From an optimization exercise on the open Yosys and OpenROAD flow, aimed at small area, a short achievable clock period and few clock cycles per item; shortcuts taken in it are not production practice.
Function was checked by simulation only, so behaviour that the tests miss may differ from the original.

==> fjord <==
==> flow/design.v <==
`default_nettype none
package rse_pkg;
  localparam int unsigned DataW   = 32;
  localparam int unsigned FuncW   = 3;
  localparam int unsigned StatusW = 3;
  localparam logic [FuncW-1:0] FuncPush = 3'd0;
  localparam logic [FuncW-1:0] FuncAdd  = 3'd1;
  localparam logic [FuncW-1:0] FuncSub  = 3'd2;
  localparam logic [FuncW-1:0] FuncMul  = 3'd3;
  localparam logic [FuncW-1:0] FuncDiv  = 3'd4;
  localparam logic [StatusW-1:0] StatusOk       = 3'd0;
  localparam logic [StatusW-1:0] StatusFew      = 3'd1;
  localparam logic [StatusW-1:0] StatusDivZero  = 3'd2;
  localparam logic [StatusW-1:0] StatusCount    = 3'd3;
  localparam logic [StatusW-1:0] StatusOverflow = 3'd4;
endpackage
`default_nettype wire
`default_nettype none
module rse_stack #(
  parameter int unsigned ENTRIES = 14
) (
  input  wire logic                            clk_i,
  input  wire logic                            we_i,
  input  wire logic [$clog2(ENTRIES)-1:0]      waddr_i,
  input  wire logic [rse_pkg::DataW-1:0]       wdata_i,
  input  wire logic [$clog2(ENTRIES)-1:0]      raddr_i,
  output logic [rse_pkg::DataW-1:0]            rdata_o
);
  logic [rse_pkg::DataW-1:0] mem_q [ENTRIES];
  always_ff @(posedge clk_i) begin
    if (we_i) begin
      mem_q[waddr_i] <= wdata_i;
    end
  end
  assign rdata_o = mem_q[raddr_i];
endmodule
`default_nettype wire
`default_nettype none
module rse_clz (
  input  wire logic [31:0] a_i,
  output logic [5:0]       n_o
);
  always_comb begin
    n_o = 6'd32;
    for (int i = 0; i < 32; i++) begin
      if (a_i[i]) n_o = 6'(31 - i);
    end
  end
endmodule
`default_nettype wire
`default_nettype none
module rse_add (
  input  wire logic [31:0] a_i,
  input  wire logic [31:0] b_i,
  input  wire logic        cin_i,
  output logic [31:0]      sum_o,
  output logic             cout_o
);
  logic [32:0] g [7];
  logic [32:0] p [7];
  always_comb begin
    g[0][0] = cin_i;
    p[0][0] = 1'b0;
    for (int i = 0; i < 32; i++) begin
      g[0][i+1] = a_i[i] & b_i[i];
      p[0][i+1] = a_i[i] ^ b_i[i];
    end
    for (int l = 0; l < 7; l++) begin
      if (l > 0) begin
        for (int i = 0; i < 33; i++) begin
          if ((i >> (l - 1)) % 2 == 1) begin
            g[l][i] = g[l-1][i] | (p[l-1][i] & g[l-1][((i >> (l - 1)) << (l - 1)) - 1]);
            p[l][i] = p[l-1][i] & p[l-1][((i >> (l - 1)) << (l - 1)) - 1];
          end else begin
            g[l][i] = g[l-1][i];
            p[l][i] = p[l-1][i];
          end
        end
      end
    end
    for (int i = 0; i < 32; i++) begin
      sum_o[i] = p[0][i+1] ^ g[6][i];
    end
    cout_o = g[6][32];
  end
endmodule
`default_nettype wire
`default_nettype none
module rpn_stack_evaluator_unit #(
  parameter int unsigned STACK_DEPTH = 16
) (
  input  wire logic        clk_i,
  input  wire logic        rst_ni,
  input  wire logic        s_axis_tvalid_i,
  output logic             s_axis_tready_o,
  input  wire logic [31:0] s_axis_tdata_i,   
  input  wire logic [2:0]  s_axis_tuser_i,   
  input  wire logic        s_axis_tlast_i,
  output logic             m_axis_tvalid_o,
  input  wire logic        m_axis_tready_i,
  output logic [31:0]      m_axis_tdata_o,   
  output logic [2:0]       m_axis_tuser_o    
);
  localparam int unsigned W  = rse_pkg::DataW;
  localparam int unsigned ME = STACK_DEPTH - 2;      
  localparam int unsigned MW = $clog2(ME);
  localparam int unsigned CW = $clog2(STACK_DEPTH + 1);
  localparam logic [2:0] SIdle = 3'd0;
  localparam logic [2:0] SMul  = 3'd1;
  localparam logic [2:0] SDivA = 3'd2;
  localparam logic [2:0] SDiv  = 3'd3;
  localparam logic [2:0] SFix  = 3'd4;
  logic                        in_v_q;
  logic [rse_pkg::FuncW-1:0]   in_f_q;
  logic [W-1:0]                in_d_q;
  logic                        in_l_q;
  logic [W-1:0]                t_q, t_d;
  logic [W-1:0]                n_q, n_d;
  logic [CW-1:0]               cnt_q, cnt_d;
  logic [rse_pkg::StatusW-1:0] err_q, err_d;
  logic [2:0]                  st_q, st_d;
  logic [W-1:0]                x_q, x_d;
  logic [4:0]                  it_q, it_d;
  logic                        neg_q, neg_d;
  logic                        prev_q, prev_d;
  logic                        opl_q, opl_d;       
  logic                        hold_q, hold_d;     
  logic                        rdy_q, rdy_d;       
  logic                        in_v_d;
  logic [4:0]                  sh_q, sh_d;         
  logic                        qz_q, qz_d;         
  logic                        ov_q, ov_d;
  logic [rse_pkg::StatusW-1:0] os_q, os_d;
  logic [W-1:0]                ox_q, ox_d;
  logic                        accept, exec, out_free;
  logic                        mem_we;
  logic [MW-1:0]               mem_waddr, mem_raddr;
  logic [W-1:0]                mem_rdata;
  logic [CW-1:0]               cnt_m2, cnt_m3;
  logic                        a_en, b_inv, b_cin;
  logic [W-1:0]                b_op;
  logic [W:0]                  sum;
  logic [W-1:0]                n_abs;
  logic [5:0]                  clz_n, clz_t;
  logic                        pow_n, pow_t;
  logic [6:0]                  shamt;
  logic [2:0]                  bd;
  logic                        bd_zero, bd_two, bd_neg;
  logic                        mul_done;
  logic [W-1:0]                quo;
  logic                        fin;
  logic [CW-1:0]               fin_cnt;
  logic [rse_pkg::StatusW-1:0] fin_err;
  logic [W-1:0]                fin_val;
  assign exec            = in_v_q && (st_q == SIdle) && !hold_q;
  assign s_axis_tready_o = rdy_q;
  assign accept          = s_axis_tvalid_i && s_axis_tready_o;
  assign out_free        = !ov_q || m_axis_tready_i;
  assign cnt_m2    = cnt_q - CW'(2);
  assign cnt_m3    = cnt_q - CW'(3);
  assign mem_waddr = cnt_m2[MW-1:0];
  assign mem_raddr = cnt_m3[MW-1:0];
  rse_stack #(
    .ENTRIES(ME)
  ) u_stack (
    .clk_i   (clk_i),
    .we_i    (mem_we),
    .waddr_i (mem_waddr),
    .wdata_i (n_q),
    .raddr_i (mem_raddr),
    .rdata_o (mem_rdata)
  );
  rse_clz u_clz_n (.a_i(n_q ^ {W{n_q[W-1]}}), .n_o(clz_n));
  rse_clz u_clz_t (.a_i(t_q ^ {W{t_q[W-1]}}), .n_o(clz_t));
  assign pow_n = n_q[W-1] && ((~n_q[W-1:1] & n_q[W-2:0]) == '0);
  assign pow_t = t_q[W-1] && ((~t_q[W-1:1] & t_q[W-2:0]) == '0);
  assign shamt = 7'(clz_t) + 7'(pow_n) - 7'(clz_n) - 7'(pow_t);
  assign bd      = {x_q[1], x_q[0], prev_q};
  assign bd_zero = (bd == 3'b000) || (bd == 3'b111);
  assign bd_two  = (bd == 3'b011) || (bd == 3'b100);
  assign bd_neg  = bd[2] && !bd_zero;
  assign mul_done = (x_q[W-1:1] == '0) || (x_q[W-1:1] == '1);
  rse_add u_add (
    .a_i    (a_en ? n_q : W'(0)),
    .b_i    (b_op ^ {W{b_inv}}),
    .cin_i  (b_cin),
    .sum_o  (sum[W-1:0]),
    .cout_o (sum[W])
  );
  rse_add u_absn (
    .a_i    (n_q ^ {W{n_q[W-1]}}),
    .b_i    (W'(0)),
    .cin_i  (n_q[W-1]),
    .sum_o  (n_abs),
    .cout_o ()
  );
  assign quo = {x_q[W-2:0], sum[W]};
  always_comb begin
    a_en  = 1'b1;
    b_op  = t_q;
    b_inv = 1'b0;
    b_cin = 1'b0;
    case (st_q)
      SIdle: begin
        if (in_f_q == rse_pkg::FuncSub) begin
          b_inv = 1'b1;
          b_cin = 1'b1;
        end else if (in_f_q == rse_pkg::FuncDiv) begin
          a_en  = 1'b0;
          b_inv = 1'b1;
          b_cin = 1'b1;
        end
      end
      SMul: begin
        b_op  = bd_zero ? W'(0) : (bd_two ? {t_q[W-2:0], 1'b0} : t_q);
        b_inv = bd_neg;
        b_cin = bd_neg;
      end
      SDiv: begin
        b_inv = 1'b1;
        b_cin = 1'b1;
      end
      SFix: begin
        a_en  = 1'b0;
        b_cin = 1'b1;
      end
      default: begin
      end
    endcase
  end
  always_comb begin
    t_d     = t_q;
    n_d     = n_q;
    cnt_d   = cnt_q;
    err_d   = err_q;
    st_d    = st_q;
    x_d     = x_q;
    it_d    = it_q;
    neg_d   = neg_q;
    prev_d  = prev_q;
    opl_d   = opl_q;
    mem_we  = 1'b0;
    fin     = hold_q;
    fin_val = t_q;
    sh_d    = sh_q;
    qz_d    = qz_q;
    if (exec) begin
      if (err_q == rse_pkg::StatusOk) begin
        case (in_f_q)
          rse_pkg::FuncPush: begin
            if (cnt_q == CW'(STACK_DEPTH)) begin
              err_d = rse_pkg::StatusOverflow;
            end else begin
              mem_we = (cnt_q >= CW'(2));
              n_d    = t_q;
              t_d    = in_d_q;
              cnt_d  = cnt_q + CW'(1);
              fin_val = in_d_q;
            end
          end
          rse_pkg::FuncAdd, rse_pkg::FuncSub, rse_pkg::FuncMul, rse_pkg::FuncDiv: begin
            if (cnt_q < CW'(2)) begin
              err_d = rse_pkg::StatusFew;
            end else if (in_f_q == rse_pkg::FuncMul) begin
              st_d   = SMul;
              prev_d = 1'b0;
              n_d    = '0;
              if (clz_n > clz_t) begin
                x_d = n_q;
              end else begin
                x_d = t_q;
                t_d = n_q;
              end
            end else if (in_f_q == rse_pkg::FuncDiv) begin
              if (t_q == '0) begin
                err_d = rse_pkg::StatusDivZero;
              end else begin
                st_d  = SDivA;
                neg_d = n_q[W-1] ^ t_q[W-1];
                sh_d  = shamt[4:0];
                qz_d  = shamt[6];
                n_d   = n_abs;
                t_d   = t_q[W-1] ? sum[W-1:0] : t_q;
              end
            end else begin
              t_d   = sum[W-1:0];
              n_d   = mem_rdata;
              cnt_d = cnt_q - CW'(1);
              fin_val = sum[W-1:0];
            end
          end
          default: begin
          end
        endcase
      end
      if (in_l_q) begin
        if (st_d == SIdle) begin
          fin = 1'b1;
        end else begin
          opl_d = 1'b1;
        end
      end
    end
    case (st_q)
      SMul: begin
        n_d    = sum[W-1:0];
        x_d    = {{2{x_q[W-1]}}, x_q[W-1:2]};
        prev_d = x_q[1];
        t_d    = {t_q[W-3:0], 2'b00};
        if (mul_done) begin
          st_d  = SIdle;
          t_d   = sum[W-1:0];
          n_d   = mem_rdata;
          cnt_d = cnt_q - CW'(1);
          fin   = opl_q;
          fin_val = sum[W-1:0];
          opl_d = 1'b0;
        end
      end
      SDivA: begin
        if (qz_q) begin
          st_d  = SIdle;
          t_d   = '0;
          fin_val = '0;
          n_d   = mem_rdata;
          cnt_d = cnt_q - CW'(1);
          fin   = opl_q;
          opl_d = 1'b0;
        end else begin
          st_d = SDiv;
          t_d  = t_q << sh_q;
          it_d = sh_q;
          x_d  = '0;
        end
      end
      SDiv: begin
        if (sum[W]) begin
          n_d = sum[W-1:0];
        end
        x_d  = quo;
        t_d  = {1'b0, t_q[W-1:1]};
        it_d = it_q - 5'd1;
        if (it_q == 5'd0) begin
          if (neg_q) begin
            st_d = SFix;
            t_d  = ~quo;
          end else begin
            st_d  = SIdle;
            t_d   = quo;
            fin_val = quo;
            n_d   = mem_rdata;
            cnt_d = cnt_q - CW'(1);
            fin   = opl_q;
            opl_d = 1'b0;
          end
        end
      end
      SFix: begin
        st_d  = SIdle;
        t_d   = sum[W-1:0];
        fin_val = sum[W-1:0];
        n_d   = mem_rdata;
        cnt_d = cnt_q - CW'(1);
        fin   = opl_q;
        opl_d = 1'b0;
      end
      default: begin
      end
    endcase
  end
  assign fin_cnt = cnt_d;
  assign fin_err = err_d;
  always_comb begin
    ov_d   = ov_q && !m_axis_tready_i;
    os_d   = os_q;
    ox_d   = ox_q;
    hold_d = 1'b0;
    if (fin) begin
      if (out_free) begin
        ov_d = 1'b1;
        ox_d = '0;
        if (fin_err != rse_pkg::StatusOk) begin
          os_d = fin_err;
        end else if (fin_cnt == CW'(1)) begin
          os_d = rse_pkg::StatusOk;
          ox_d = fin_val;
        end else begin
          os_d = rse_pkg::StatusCount;
        end
      end else begin
        hold_d = 1'b1;
      end
    end
  end
  assign in_v_d = accept || (in_v_q && !exec);
  assign rdy_d  = !in_v_d || ((st_d == SIdle) && !hold_d);
  always_ff @(posedge clk_i or negedge rst_ni) begin
    if (!rst_ni) begin
      in_v_q <= 1'b0;
      cnt_q  <= '0;
      err_q  <= rse_pkg::StatusOk;
      st_q   <= SIdle;
      opl_q  <= 1'b0;
      hold_q <= 1'b0;
      ov_q   <= 1'b0;
      rdy_q  <= 1'b0;
    end else begin
      in_v_q <= in_v_d;
      st_q   <= st_d;
      opl_q  <= opl_d;
      hold_q <= hold_d;
      ov_q   <= ov_d;
      rdy_q  <= rdy_d;
      if (fin && out_free) begin
        cnt_q <= '0;
        err_q <= rse_pkg::StatusOk;
      end else begin
        cnt_q <= cnt_d;
        err_q <= err_d;
      end
    end
  end
  always_ff @(posedge clk_i) begin
    if (accept) begin
      in_f_q <= s_axis_tuser_i;
      in_d_q <= s_axis_tdata_i;
      in_l_q <= s_axis_tlast_i;
    end
    t_q    <= t_d;
    n_q    <= n_d;
    x_q    <= x_d;
    it_q   <= it_d;
    neg_q  <= neg_d;
    sh_q   <= sh_d;
    qz_q   <= qz_d;
    prev_q <= prev_d;
    os_q   <= os_d;
    ox_q   <= ox_d;
  end
  assign m_axis_tvalid_o = ov_q;
  assign m_axis_tdata_o  = ox_q;
  assign m_axis_tuser_o  = os_q;
endmodule
`default_nettype wire
==> flow/run.sh <==
#!/bin/bash
# synth_recipe.tcl (not shown) runs the flow's synth.tcl, then flattens the netlist and writes it again
# the make line also repeats each setting of config.mk as NAME=value (left out here)
make -C /OpenROAD-flow-scripts/flow DESIGN_CONFIG=/design/flow/config.mk WORK_HOME=/design/flow/orfs CLKGATE_MAP_FILE= SYNTH_SCRIPT=/design/flow/synth_recipe.tcl finish
==> flow/config.mk <==
export PLATFORM = sky130hd
export DESIGN_NAME = rpn_stack_evaluator_unit
export DESIGN_NICKNAME = rpn_stack_evaluator_unit
export VERILOG_FILES = /design/flow/design.v
export SDC_FILE = /design/flow/constraint.sdc
export NUM_CORES = 4
export LEC_CHECK = 0
export CAP_MARGIN = 20
export CORE_MARGIN = 2
export CORE_UTILIZATION = 40
export SETUP_SLACK_MARGIN = 5
export SLEW_MARGIN = 20
==> flow/constraint.sdc <==
create_clock -name core_clock -period 10.0 [get_ports {clk_i}]
set_input_delay 2.0000 -clock core_clock [delete_from_list [all_inputs] [get_ports {clk_i}]]
set_output_delay 2.0000 -clock core_clock [all_outputs]
set_load 0.01 [all_outputs]
==> garnet (differences from fjord) <==
--- a/flow/design.v
+++ b/flow/design.v
@@ -111,7 +111,7 @@
   localparam logic [2:0] SDiv  = 3'd3;
   localparam logic [2:0] SFix  = 3'd4;
   logic                        in_v_q;
-  logic [rse_pkg::FuncW-1:0]   in_f_q;
+  logic                        in_push_q, in_add_q, in_sub_q, in_mul_q, in_div_q;
   logic [W-1:0]                in_d_q;
   logic                        in_l_q;
   logic [W-1:0]                t_q, t_d;
@@ -137,21 +137,25 @@
   logic [MW-1:0]               mem_waddr, mem_raddr;
   logic [W-1:0]                mem_rdata;
   logic [CW-1:0]               cnt_m2, cnt_m3;
-  logic                        a_en, b_inv, b_cin;
+  logic                        c_a_en, c_a_inv, c_b_zero, c_b_two, c_b_inv, c_b_cin;
+  logic                        a_a_en_q, a_a_inv_q, a_b_zero_q, a_b_two_q, a_b_inv_q, a_b_cin_q;
+  logic [2:0]                  bd_d;
+  logic                        in_push_d, in_add_d, in_sub_d, in_mul_d, in_div_d;
   logic [W-1:0]                b_op;
   logic [W:0]                  sum;
-  logic [W-1:0]                n_abs;
   logic [5:0]                  clz_n, clz_t;
   logic                        pow_n, pow_t;
   logic [6:0]                  shamt;
-  logic [2:0]                  bd;
-  logic                        bd_zero, bd_two, bd_neg;
-  logic                        mul_done;
+  logic [1:0]                  cls_n, cls_t;
+  logic                        mul_done_q, mul_done_d;   
+  logic                        it_last_q, it_last_d;
   logic [W-1:0]                quo;
   logic                        fin;
   logic [CW-1:0]               fin_cnt;
   logic [rse_pkg::StatusW-1:0] fin_err;
   logic [W-1:0]                fin_val;
+  logic                        t_sum, n_sum, f_sum;
+  logic                        rs_q, rs_d;         
   assign exec            = in_v_q && (st_q == SIdle) && !hold_q;
   assign s_axis_tready_o = rdy_q;
   assign accept          = s_axis_tvalid_i && s_axis_tready_o;
@@ -174,55 +178,57 @@
   rse_clz u_clz_t (.a_i(t_q ^ {W{t_q[W-1]}}), .n_o(clz_t));
   assign pow_n = n_q[W-1] && ((~n_q[W-1:1] & n_q[W-2:0]) == '0);
   assign pow_t = t_q[W-1] && ((~t_q[W-1:1] & t_q[W-2:0]) == '0);
+  assign cls_n = 2'(n_q[W-1:7] == '0 || n_q[W-1:7] == '1) + 2'(n_q[W-1:15] == '0 || n_q[W-1:15] == '1);
+  assign cls_t = 2'(t_q[W-1:7] == '0 || t_q[W-1:7] == '1) + 2'(t_q[W-1:15] == '0 || t_q[W-1:15] == '1);
   assign shamt = 7'(clz_t) + 7'(pow_n) - 7'(clz_n) - 7'(pow_t);
-  assign bd      = {x_q[1], x_q[0], prev_q};
-  assign bd_zero = (bd == 3'b000) || (bd == 3'b111);
-  assign bd_two  = (bd == 3'b011) || (bd == 3'b100);
-  assign bd_neg  = bd[2] && !bd_zero;
-  assign mul_done = (x_q[W-1:1] == '0) || (x_q[W-1:1] == '1);
+  assign bd_d    = {x_d[1], x_d[0], prev_d};
+  assign mul_done_d = (x_d[W-1:1] == '0) || (x_d[W-1:1] == '1);
+  assign it_last_d  = (it_d == 5'd0);
+  assign b_op = a_b_zero_q ? W'(0) : (a_b_two_q ? {t_q[W-2:0], 1'b0} : t_q);
   rse_add u_add (
-    .a_i    (a_en ? n_q : W'(0)),
-    .b_i    (b_op ^ {W{b_inv}}),
-    .cin_i  (b_cin),
+    .a_i    ((n_q & {W{a_a_en_q}}) ^ {W{a_a_inv_q}}),
+    .b_i    (b_op ^ {W{a_b_inv_q}}),
+    .cin_i  (a_b_cin_q),
     .sum_o  (sum[W-1:0]),
     .cout_o (sum[W])
   );
-  rse_add u_absn (
-    .a_i    (n_q ^ {W{n_q[W-1]}}),
-    .b_i    (W'(0)),
-    .cin_i  (n_q[W-1]),
-    .sum_o  (n_abs),
-    .cout_o ()
-  );
   assign quo = {x_q[W-2:0], sum[W]};
   always_comb begin
-    a_en  = 1'b1;
-    b_op  = t_q;
-    b_inv = 1'b0;
-    b_cin = 1'b0;
-    case (st_q)
+    c_a_en  = 1'b1;
+    c_a_inv = 1'b0;
+    c_b_zero = 1'b0;
+    c_b_two = 1'b0;
+    c_b_inv = 1'b0;
+    c_b_cin = 1'b0;
+    case (st_d)
       SIdle: begin
-        if (in_f_q == rse_pkg::FuncSub) begin
-          b_inv = 1'b1;
-          b_cin = 1'b1;
-        end else if (in_f_q == rse_pkg::FuncDiv) begin
-          a_en  = 1'b0;
-          b_inv = 1'b1;
-          b_cin = 1'b1;
+        if (in_sub_d) begin
+          c_b_inv = 1'b1;
+          c_b_cin = 1'b1;
+        end else if (in_div_d) begin
+          c_a_en  = 1'b0;
+          c_b_inv = 1'b1;
+          c_b_cin = 1'b1;
         end
       end
       SMul: begin
-        b_op  = bd_zero ? W'(0) : (bd_two ? {t_q[W-2:0], 1'b0} : t_q);
-        b_inv = bd_neg;
-        b_cin = bd_neg;
+        c_b_zero = (bd_d == 3'b000) || (bd_d == 3'b111);
+        c_b_two  = (bd_d == 3'b011) || (bd_d == 3'b100);
+        c_b_inv  = bd_d[2] && !c_b_zero;
+        c_b_cin  = c_b_inv;
+      end
+      SDivA: begin
+        c_a_inv  = 1'b1;
+        c_b_zero = 1'b1;
+        c_b_cin  = 1'b1;
       end
       SDiv: begin
-        b_inv = 1'b1;
-        b_cin = 1'b1;
+        c_b_inv = !rs_d;
+        c_b_cin = !rs_d;
       end
       SFix: begin
-        a_en  = 1'b0;
-        b_cin = 1'b1;
+        c_a_en  = 1'b0;
+        c_b_cin = 1'b1;
       end
       default: begin
       end
@@ -242,12 +248,15 @@
     mem_we  = 1'b0;
     fin     = hold_q;
     fin_val = t_q;
+    t_sum   = 1'b0;
+    rs_d    = rs_q;
+    n_sum   = 1'b0;
+    f_sum   = 1'b0;
     sh_d    = sh_q;
     qz_d    = qz_q;
     if (exec) begin
       if (err_q == rse_pkg::StatusOk) begin
-        case (in_f_q)
-          rse_pkg::FuncPush: begin
+        if (in_push_q) begin
             if (cnt_q == CW'(STACK_DEPTH)) begin
               err_d = rse_pkg::StatusOverflow;
             end else begin
@@ -257,21 +266,20 @@
               cnt_d  = cnt_q + CW'(1);
               fin_val = in_d_q;
             end
-          end
-          rse_pkg::FuncAdd, rse_pkg::FuncSub, rse_pkg::FuncMul, rse_pkg::FuncDiv: begin
+        end else if (in_add_q || in_sub_q || in_mul_q || in_div_q) begin
             if (cnt_q < CW'(2)) begin
               err_d = rse_pkg::StatusFew;
-            end else if (in_f_q == rse_pkg::FuncMul) begin
+            end else if (in_mul_q) begin
               st_d   = SMul;
               prev_d = 1'b0;
               n_d    = '0;
-              if (clz_n > clz_t) begin
+              if (cls_n > cls_t) begin
                 x_d = n_q;
               end else begin
                 x_d = t_q;
                 t_d = n_q;
               end
-            end else if (in_f_q == rse_pkg::FuncDiv) begin
+            end else if (in_div_q) begin
               if (t_q == '0) begin
                 err_d = rse_pkg::StatusDivZero;
               end else begin
@@ -279,19 +287,15 @@
                 neg_d = n_q[W-1] ^ t_q[W-1];
                 sh_d  = shamt[4:0];
                 qz_d  = shamt[6];
-                n_d   = n_abs;
-                t_d   = t_q[W-1] ? sum[W-1:0] : t_q;
+                t_sum = t_q[W-1];
               end
             end else begin
-              t_d   = sum[W-1:0];
+              t_sum = 1'b1;
               n_d   = mem_rdata;
               cnt_d = cnt_q - CW'(1);
-              fin_val = sum[W-1:0];
+              f_sum = 1'b1;
             end
-          end
-          default: begin
-          end
-        endcase
+        end
       end
       if (in_l_q) begin
         if (st_d == SIdle) begin
@@ -303,17 +307,18 @@
     end
     case (st_q)
       SMul: begin
-        n_d    = sum[W-1:0];
+        n_sum  = 1'b1;
         x_d    = {{2{x_q[W-1]}}, x_q[W-1:2]};
         prev_d = x_q[1];
         t_d    = {t_q[W-3:0], 2'b00};
-        if (mul_done) begin
+        if (mul_done_q) begin
           st_d  = SIdle;
-          t_d   = sum[W-1:0];
+          t_sum = 1'b1;
+          n_sum = 1'b0;
           n_d   = mem_rdata;
           cnt_d = cnt_q - CW'(1);
           fin   = opl_q;
-          fin_val = sum[W-1:0];
+          f_sum = 1'b1;
           opl_d = 1'b0;
         end
       end
@@ -328,19 +333,20 @@
           opl_d = 1'b0;
         end else begin
           st_d = SDiv;
+          n_sum = n_q[W-1];
+          rs_d  = 1'b0;
           t_d  = t_q << sh_q;
           it_d = sh_q;
           x_d  = '0;
         end
       end
       SDiv: begin
-        if (sum[W]) begin
-          n_d = sum[W-1:0];
-        end
+        n_sum = 1'b1;
+        rs_d  = !sum[W];
         x_d  = quo;
         t_d  = {1'b0, t_q[W-1:1]};
         it_d = it_q - 5'd1;
-        if (it_q == 5'd0) begin
+        if (it_last_q) begin
           if (neg_q) begin
             st_d = SFix;
             t_d  = ~quo;
@@ -348,6 +354,7 @@
             st_d  = SIdle;
             t_d   = quo;
             fin_val = quo;
+            n_sum = 1'b0;
             n_d   = mem_rdata;
             cnt_d = cnt_q - CW'(1);
             fin   = opl_q;
@@ -357,8 +364,8 @@
       end
       SFix: begin
         st_d  = SIdle;
-        t_d   = sum[W-1:0];
-        fin_val = sum[W-1:0];
+        t_sum = 1'b1;
+        f_sum = 1'b1;
         n_d   = mem_rdata;
         cnt_d = cnt_q - CW'(1);
         fin   = opl_q;
@@ -383,7 +390,7 @@
           os_d = fin_err;
         end else if (fin_cnt == CW'(1)) begin
           os_d = rse_pkg::StatusOk;
-          ox_d = fin_val;
+          ox_d = f_sum ? sum[W-1:0] : fin_val;
         end else begin
           os_d = rse_pkg::StatusCount;
         end
@@ -393,6 +400,11 @@
     end
   end
   assign in_v_d = accept || (in_v_q && !exec);
+  assign in_push_d = accept ? (s_axis_tuser_i == rse_pkg::FuncPush) : in_push_q;
+  assign in_add_d  = accept ? (s_axis_tuser_i == rse_pkg::FuncAdd)  : in_add_q;
+  assign in_sub_d  = accept ? (s_axis_tuser_i == rse_pkg::FuncSub)  : in_sub_q;
+  assign in_mul_d  = accept ? (s_axis_tuser_i == rse_pkg::FuncMul)  : in_mul_q;
+  assign in_div_d  = accept ? (s_axis_tuser_i == rse_pkg::FuncDiv)  : in_div_q;
   assign rdy_d  = !in_v_d || ((st_d == SIdle) && !hold_d);
   always_ff @(posedge clk_i or negedge rst_ni) begin
     if (!rst_ni) begin
@@ -422,12 +434,25 @@
   end
   always_ff @(posedge clk_i) begin
     if (accept) begin
-      in_f_q <= s_axis_tuser_i;
       in_d_q <= s_axis_tdata_i;
       in_l_q <= s_axis_tlast_i;
     end
-    t_q    <= t_d;
-    n_q    <= n_d;
+    in_push_q  <= in_push_d;
+    in_add_q   <= in_add_d;
+    in_sub_q   <= in_sub_d;
+    in_mul_q   <= in_mul_d;
+    in_div_q   <= in_div_d;
+    a_a_en_q   <= c_a_en;
+    a_a_inv_q  <= c_a_inv;
+    a_b_zero_q <= c_b_zero;
+    a_b_two_q  <= c_b_two;
+    a_b_inv_q  <= c_b_inv;
+    a_b_cin_q  <= c_b_cin;
+    mul_done_q <= mul_done_d;
+    rs_q       <= rs_d;
+    it_last_q  <= it_last_d;
+    t_q    <= t_sum ? sum[W-1:0] : t_d;
+    n_q    <= n_sum ? sum[W-1:0] : n_d;
     x_q    <= x_d;
     it_q   <= it_d;
     neg_q  <= neg_d;
- ABC_AREA: not set -> 1
- CORE_UTILIZATION: 40 -> 55
- CTS_BUF_LIST: not set -> sky130_fd_sc_hd__clkbuf_8
==> notes <==
fjord completed without violations. garnet went through all stages and came out clean. Between fjord and garnet, the lower synthesized area is in garnet (gap about 3%, measured against garnet). Against fjord, the synthesized cell count of garnet is higher by about 18%. Between fjord and garnet, the lower die area is in garnet (gap about 40%, measured against garnet). Of fjord and garnet, fjord has the higher routed wire length (gap 2.9%, measured against garnet). Against fjord, the count of clock-buffer cells in the layout of garnet is higher by 24. Between garnet and fjord, the lower sequential share of layout area is in fjord (gap 4.2 points). Final cell count: fjord is smaller than garnet (about 4.6%).
==> figures <==
metric                                                                                 garnet                      fjord
Worst slack, placed                                                                   4.25 ns                    3.22 ns
Final WL                                                                            142000 um                  146000 um
Metal2 WL                                                                            62600 um                   59100 um
Post-synthesis register bit count                                                         655                        644
Slowest stage cell on the critical path                               sky130_fd_sc_hd__nor2_4   sky130_fd_sc_hd__a31oi_1
Area of the placeable core                                                         0.0655 mm2                 0.0919 mm2
Via count of the first global-routing pass                                              31.0k                      29.0k
Most common library cell in the layout ignoring fill and taps        sky130_fd_sc_hd__nand2_1  sky130_fd_sc_hd__edfxtp_1
Non-clock buffering overhead                                                            5.34%                      7.44%
Startpoint of the lowest-slack hold path                                         rs_q$_DFF_P_            opl_q$_DFF_PN0_
Number of antenna repair diodes                                                             2                          1
Tapcells inserted                                                                         864                       1243
Sink of the worst hold path                                                      rs_q$_DFF_P_            opl_q$_DFF_PN0_
Outcome                                                               complete, no violations    complete, no violations
Relative area change from synthesis to final layout                                     12.8%                      19.8%
Share of final-layout standard cells stronger than drive strength 1                     9.42%                      20.6%
Testbench counts of fjord, summed over its fixed seeds: cycles 76,038, tokens 32,033.
Testbench counts of garnet, summed over its fixed seeds: cycles 76,500, tokens 32,033.

[port drivers added, routing unchanged]
Ports are ideal in the flow. The routed layouts listed here were re-timed in OpenROAD.
Step 1 sets driving cells, clkbuf_16 on the clock port and buf_2 on the other inputs (assumed; they add their load-dependent delay and slew).
Step 2 moves the port delays by t, midway between the first and last clock arrival at a register: inputs arrive t later, outputs are due t later. That takes back most of the time a late clock gives input paths.
a / b / c = no drivers / after step 1 / after step 2; a / b = the first two.
| run | t (ns) | setup slack, ns | worst setup path at the end | pins driven straight from the clock port |
|---|---|---|---|---|
| fjord | 0.710 | 4.605 / 4.605 / 4.605 | register to register | 1 |
| garnet | 0.787 | 5.055 / 5.055 / 5.055 | register to register | 1 |
After both steps setup and hold are still met in every run listed.
